Context: an optimization exercise on an open-source flow, tuned for small area, a short achievable clock period and few clock cycles per item. The choices shown serve that exercise and are no tape-out recipe. In this exercise RTL edits were held to simulation tests only and were not proved equivalent to the original. No activity file was given, so power comes from the tool's default toggle rates.

==> 04-23: inputs <==
// ooo_core_top
module ooo_core_top (
    input  logic        clk,
    input  logic        rst,
    input  logic        in_valid,
    input  logic [2:0]  in_op,
    input  logic [4:0]  in_rd,
    input  logic [4:0]  in_rs1,
    input  logic [4:0]  in_rs2,
    input  logic [31:0] in_imm,
    input  logic        in_use_imm,
    output logic        in_ready,
    output logic        commit_valid,
    output logic [4:0]  commit_rd,
    output logic [31:0] commit_value,
    output logic [31:0] commit_seq
);
==> flow/config.mk <==
export PLATFORM = sky130hd
export DESIGN_NAME = ooo_core_top
export DESIGN_NICKNAME = ooo_core_top
export VERILOG_FILES = /design/flow/design.v
export SDC_FILE = /design/flow/constraint.sdc
export NUM_CORES = 8
export LEC_CHECK = 0
export CAP_MARGIN = 20
export CORE_MARGIN = 2
export CORE_UTILIZATION = 65
export CTS_BUF_LIST = sky130_fd_sc_hd__clkbuf_16
export CTS_CLUSTER_DIAMETER = 80
export CTS_CLUSTER_SIZE = 20
export PLACE_DENSITY = 0.75
export SETUP_SLACK_MARGIN = 5
export SLEW_MARGIN = 20
export SYNTH_HIERARCHICAL = 1
==> flow/constraint.sdc <==
create_clock -name core_clock -period 9.0 [get_ports {clk}]
set_input_delay 1.8000 -clock core_clock [delete_from_list [all_inputs] [get_ports {clk}]]
set_output_delay 1.8000 -clock core_clock [all_outputs]
set_load 0.01 [all_outputs]
standard.sh (not shown) runs the stock make flow with config.mk's settings and CLKGATE_MAP_FILE= SYNTH_SCRIPT=/design/flow/synth_recipe.tcl, a recipe that flattens the netlist after the stock synthesis.
==> flow/flow/run.sh <==
#!/bin/bash
set -euo pipefail
here=$(pwd)
bash standard.sh SETUP_SLACK_MARGIN=6.0 REMOVE_ABC_BUFFERS=1 \
    PRE_FLOORPLAN_TCL="$here/flow/downsize.tcl" finish > standard.log 2>&1
==> flow/flow/downsize.tcl <==
# Set every combinational cell to the smallest drive strength of its kind; the
# flow's timing repair then upsizes only what the timing needs.
set block [ord::get_db_block]
set db [ord::get_db]
array set smallest {}
foreach lib [$db getLibs] {
  foreach m [$lib getMasters] {
    set n [$m getName]
    if {[regexp {^(sky130_fd_sc_hd__[a-z0-9]+)_([0-9]+)$} $n -> base sz]} {
      set lc [get_lib_cells -quiet $n]
      if {$lc eq ""} continue
      if {[get_property $lc dont_use]} continue
      set a [expr {[$m getWidth] * [$m getHeight]}]
      if {![info exists smallest($base)] || $a < [lindex $smallest($base) 1] ||
          ($a == [lindex $smallest($base) 1] && $sz == 1)} {
        set smallest($base) [list $n $a]
      }
    }
  }
}
set changed 0
foreach inst [$block getInsts] {
  set m [$inst getMaster]
  if {[$m isSequential]} continue
  set n [$m getName]
  if {![regexp {^(sky130_fd_sc_hd__[a-z0-9]+)_([0-9]+)$} $n -> base sz]} continue
  if {[string match "*clkbuf*" $base] || [string match "*conb*" $base]} continue
  if {![info exists smallest($base)]} continue
  set to [lindex $smallest($base) 0]
  if {$to ne $n} {
    replace_cell [$inst getName] $to
    incr changed
  }
}
puts "downsize: changed $changed instances"
==> 04-21 (differences from 04-23) <==
--- a/flow/design.v
+++ b/flow/design.v
@@ -1856,21 +1856,20 @@
 );
     logic [31:1][31:0] rf;
     logic        ready_q;
     logic        wd_en;       
     logic [31:1] we;          
     logic [31:1] hold;        
+    logic [31:1] xw;          
     logic        i_valid;
     logic [2:0]  i_op;
     logic [4:0]  i_rd;
     logic [31:0] i_imm;
     logic        i_use_imm;
-    logic [3:0]  i_rs1_lo;    
-    logic [7:0]  i_rs1_hi;    
-    logic [3:0]  i_rs2_lo;    
-    logic [7:0]  i_rs2_hi;    
+    logic [31:1] i_sel_a;     
+    logic [31:1] i_sel_b;     
     logic        i_fwd_a;     
     logic        i_fwd_b;
     logic        i_byp_a;     
     logic        i_byp_b;
     logic        x_valid;
     logic [4:0]  x_rd;
@@ -1893,59 +1892,49 @@
     logic        x_nsel_srl;
     logic        x_sel_slt;
     logic        c_valid;
     logic [4:0]  c_rd;
     logic [31:0] c_value;
     logic [31:0] c_seq;
-    assign in_ready = ready_q;
+    always_comb begin
+        for (int i = 1; i < 32; i++) xw[i] = x_valid && x_rd == 5'(i);
+    end
     always_ff @(posedge clk) begin
         ready_q <= !rst;
         wd_en   <= !rst;
         if (rst) begin
             i_valid <= 1'b0;
         end else begin
             i_valid <= in_valid && ready_q;
         end
         i_op      <= in_op;
         i_rd      <= in_rd;
         i_imm     <= in_imm;
         i_use_imm <= in_use_imm;
-        for (int k = 0; k < 4; k++) begin
-            i_rs1_lo[k] <= in_rs1[1:0] == 2'(k);
-            i_rs2_lo[k] <= in_rs2[1:0] == 2'(k);
-        end
-        for (int k = 0; k < 8; k++) begin
-            i_rs1_hi[k] <= in_rs1[4:2] == 3'(k);
-            i_rs2_hi[k] <= in_rs2[4:2] == 3'(k) && !in_use_imm;
+        for (int i = 1; i < 32; i++) begin
+            i_sel_a[i] <= in_rs1 == 5'(i) && !xw[i];
+            i_sel_b[i] <= in_rs2 == 5'(i) && !xw[i] && !in_use_imm;
         end
         i_fwd_a <= i_valid && i_rd == in_rs1;
         i_fwd_b <= i_valid && i_rd == in_rs2 && !in_use_imm;
         i_byp_a <= x_valid && x_rd == in_rs1;
         i_byp_b <= x_valid && x_rd == in_rs2 && !in_use_imm;
     end
-    logic [31:1] sel_a;
-    logic [31:1] sel_b;
     logic        rd_zero;
     logic [31:0] rd_a_n;
     logic [31:0] rd_b_n;
     logic [31:0] rd_b;
     logic        op_sub;
     logic        op_srl;
-    always_comb begin
-        for (int i = 1; i < 32; i++) begin
-            sel_a[i] = i_rs1_lo[i % 4] && i_rs1_hi[i / 4] && hold[i];
-            sel_b[i] = i_rs2_lo[i % 4] && i_rs2_hi[i / 4] && hold[i];
-        end
-    end
     assign rd_zero = i_rd == 5'd0;
     rf_read_port #(.HAS_IMM(1'b0)) port_a (
-        .sel(sel_a), .rf(rf), .byp(i_byp_a), .byp_value(c_value),
+        .sel(i_sel_a), .rf(rf), .byp(i_byp_a), .byp_value(c_value),
         .imm_sel(1'b0), .imm(32'd0), .q_n(rd_a_n)
     );
     rf_read_port port_b (
-        .sel(sel_b), .rf(rf), .byp(i_byp_b), .byp_value(c_value),
+        .sel(i_sel_b), .rf(rf), .byp(i_byp_b), .byp_value(c_value),
         .imm_sel(i_use_imm), .imm(i_imm), .q_n(rd_b_n)
     );
     assign op_sub = i_op == 3'd1 || i_op == 3'd7;
     assign op_srl = i_op == 3'd6;
     for (genvar i = 0; i < 32; i++) begin : g_opnd
         g_xnor2 u_b (.a(rd_b_n[i]), .b(op_sub), .y(rd_b[i]));
@@ -1988,43 +1977,44 @@
     );
     logic        c_valid_d;
     logic [31:0] c_seq_d;
     assign c_valid_d = !rst && x_valid;
     assign c_seq_d   = rst ? 32'd0 : c_valid ? c_seq + 32'd1 : c_seq;
     always_ff @(posedge clk) begin
-        for (int i = 1; i < 32; i++) begin
-            we[i]   <= rst || (x_valid && x_rd == 5'(i));
-            hold[i] <= !(rst || (x_valid && x_rd == 5'(i)));
-        end
+        for (int i = 1; i < 32; i++) we[i] <= rst || xw[i];
         c_valid <= c_valid_d;
         c_seq   <= c_seq_d;
         c_rd    <= x_rd;
         c_value <= result;
     end
     commit_port_reg port_reg (
-        .clk(clk), .valid_d(c_valid_d), .rd_d(x_rd), .value_d(result),
-        .valid(commit_valid), .rd(commit_rd), .value(commit_value)
+        .clk(clk), .ready_d(!rst), .valid_d(c_valid_d), .rd_d(x_rd), .value_d(result),
+        .ready(in_ready), .valid(commit_valid), .rd(commit_rd), .value(commit_value)
     );
     assign commit_seq = c_seq;
     logic [31:0] wdata;
     assign wdata = wd_en ? c_value : 32'd0;
+    assign hold = ~we;
     for (genvar i = 1; i < 32; i++) begin : g_rf
         for (genvar j = 0; j < 32; j++) begin : g_bit
             rf_bit u (.clk(clk), .we(we[i]), .hold(hold[i]), .d(wdata[j]), .q(rf[i][j]));
         end
     end
 endmodule
 module commit_port_reg (
     input  logic        clk,
+    input  logic        ready_d,
     input  logic        valid_d,
     input  logic [4:0]  rd_d,
     input  logic [31:0] value_d,
+    output logic        ready,
     output logic        valid,
     output logic [4:0]  rd,
     output logic [31:0] value
 );
     always_ff @(posedge clk) begin
+        ready <= ready_d;
         valid <= valid_d;
         rd    <= rd_d;
         value <= value_d;
     end
 endmodule
==> flow/flow/run.sh (replaced) <==
#!/bin/bash
# The standard layout (the standard.sh, standard synthesis unchanged) with
# these changes to how the layout is made:
#  * before floorplanning, every combinational cell is set to its smallest
#    drive strength (flow/downsize.tcl); repair upsizes what the timing needs
#  * floorplanning removes synthesis buffers instead of repairing timing there
#  * ports are buffered with buf_2 (the default picks a delay cell); repair
#    resizes port buffers as the timing needs
# ORFS writes each step's log under orfs/logs/; make's own output goes to
# standard.log.
set -euo pipefail
here=$(pwd)
bash standard.sh SETUP_SLACK_MARGIN=6.0 REMOVE_ABC_BUFFERS=1 \
    PRE_FLOORPLAN_TCL="$here/flow/downsize.tcl" \
    BUFFER_PORTS_ARGS="-buffer_cell sky130_fd_sc_hd__buf_2" finish > standard.log 2>&1
==> notes <==
Clock power is about the same in 04-23 and 04-21. Of 04-23 and 04-21, 04-21 has the higher die area (gap 0.56%, measured against 04-21). In 04-21 the critical path depth is higher than in 04-23, by 4. Of 04-23 and 04-21, 04-21 has the higher combinational power (gap 44%, measured against 04-21). Against 04-21, the sequential share of layout area of 04-23 is lower by 0.43 points.
==> figures <==
Outcome: 04-21 complete, no violations; 04-23 complete, no violations
Max Fanout on Critical Path: 04-21 32; 04-23 34
Minimum hold slack: 04-21 0.440 ns; 04-23 0.413 ns
Max-Slew Margin vs Limit: 04-21 0.241; 04-23 0.393
Number of cells in the finished layout apart from fillers: 04-21 6247; 04-23 6221
Fraction of power consumed by sequential logic: 04-21 0.537; 04-23 0.562
Area taken by flip-flops and latches: 04-21 0.0266 mm2; 04-23 0.0264 mm2
Startpoint of the worst register-to-register path: 04-21 x_nfwd_a; 04-23 hold[10]
Fin nets: 04-21 5231; 04-23 5198
Share of total power in combinational logic: 04-21 0.241; 04-23 0.165
Worst Tran Pin Value: 04-21 1.14 ns; 04-23 0.911 ns
CP most frequent cell: 04-21 mux2i_1; 04-23 buf_4
Testbench counts of 04-23, summed over its fixed seeds: cycles 16,024, items 16,000.
Testbench counts of 04-21, summed over its fixed seeds: cycles 16,024, items 16,000.

## re-timing with driven ports
The results above use ideal ports. As a check the final layouts listed here were re-extracted and re-timed, cells and wires unchanged. Step 1, drivers: a clkbuf_16 drives clk and a buf_2 each remaining input, both assumed. Step 2 also shifts input and output timing later by t, the mid clock arrival at the registers, as if the neighbouring blocks saw the same clock. Slacks: no drivers / after step 1 / after step 2; pairs: no drivers / after step 1.
run	t (ns)	slack for setup (ns)	worst data-port slew with drivers (ns)
04-23	0.742	5.860 / 5.860 / 5.842	0.06
04-21	0.734	5.989 / 5.931 / 5.733	0.04
After both steps setup and hold are still met in every run listed. For 04-21, which loses most, drivers alone change the setup slack by -0.058 ns; drivers and shift together by -0.256 ns.
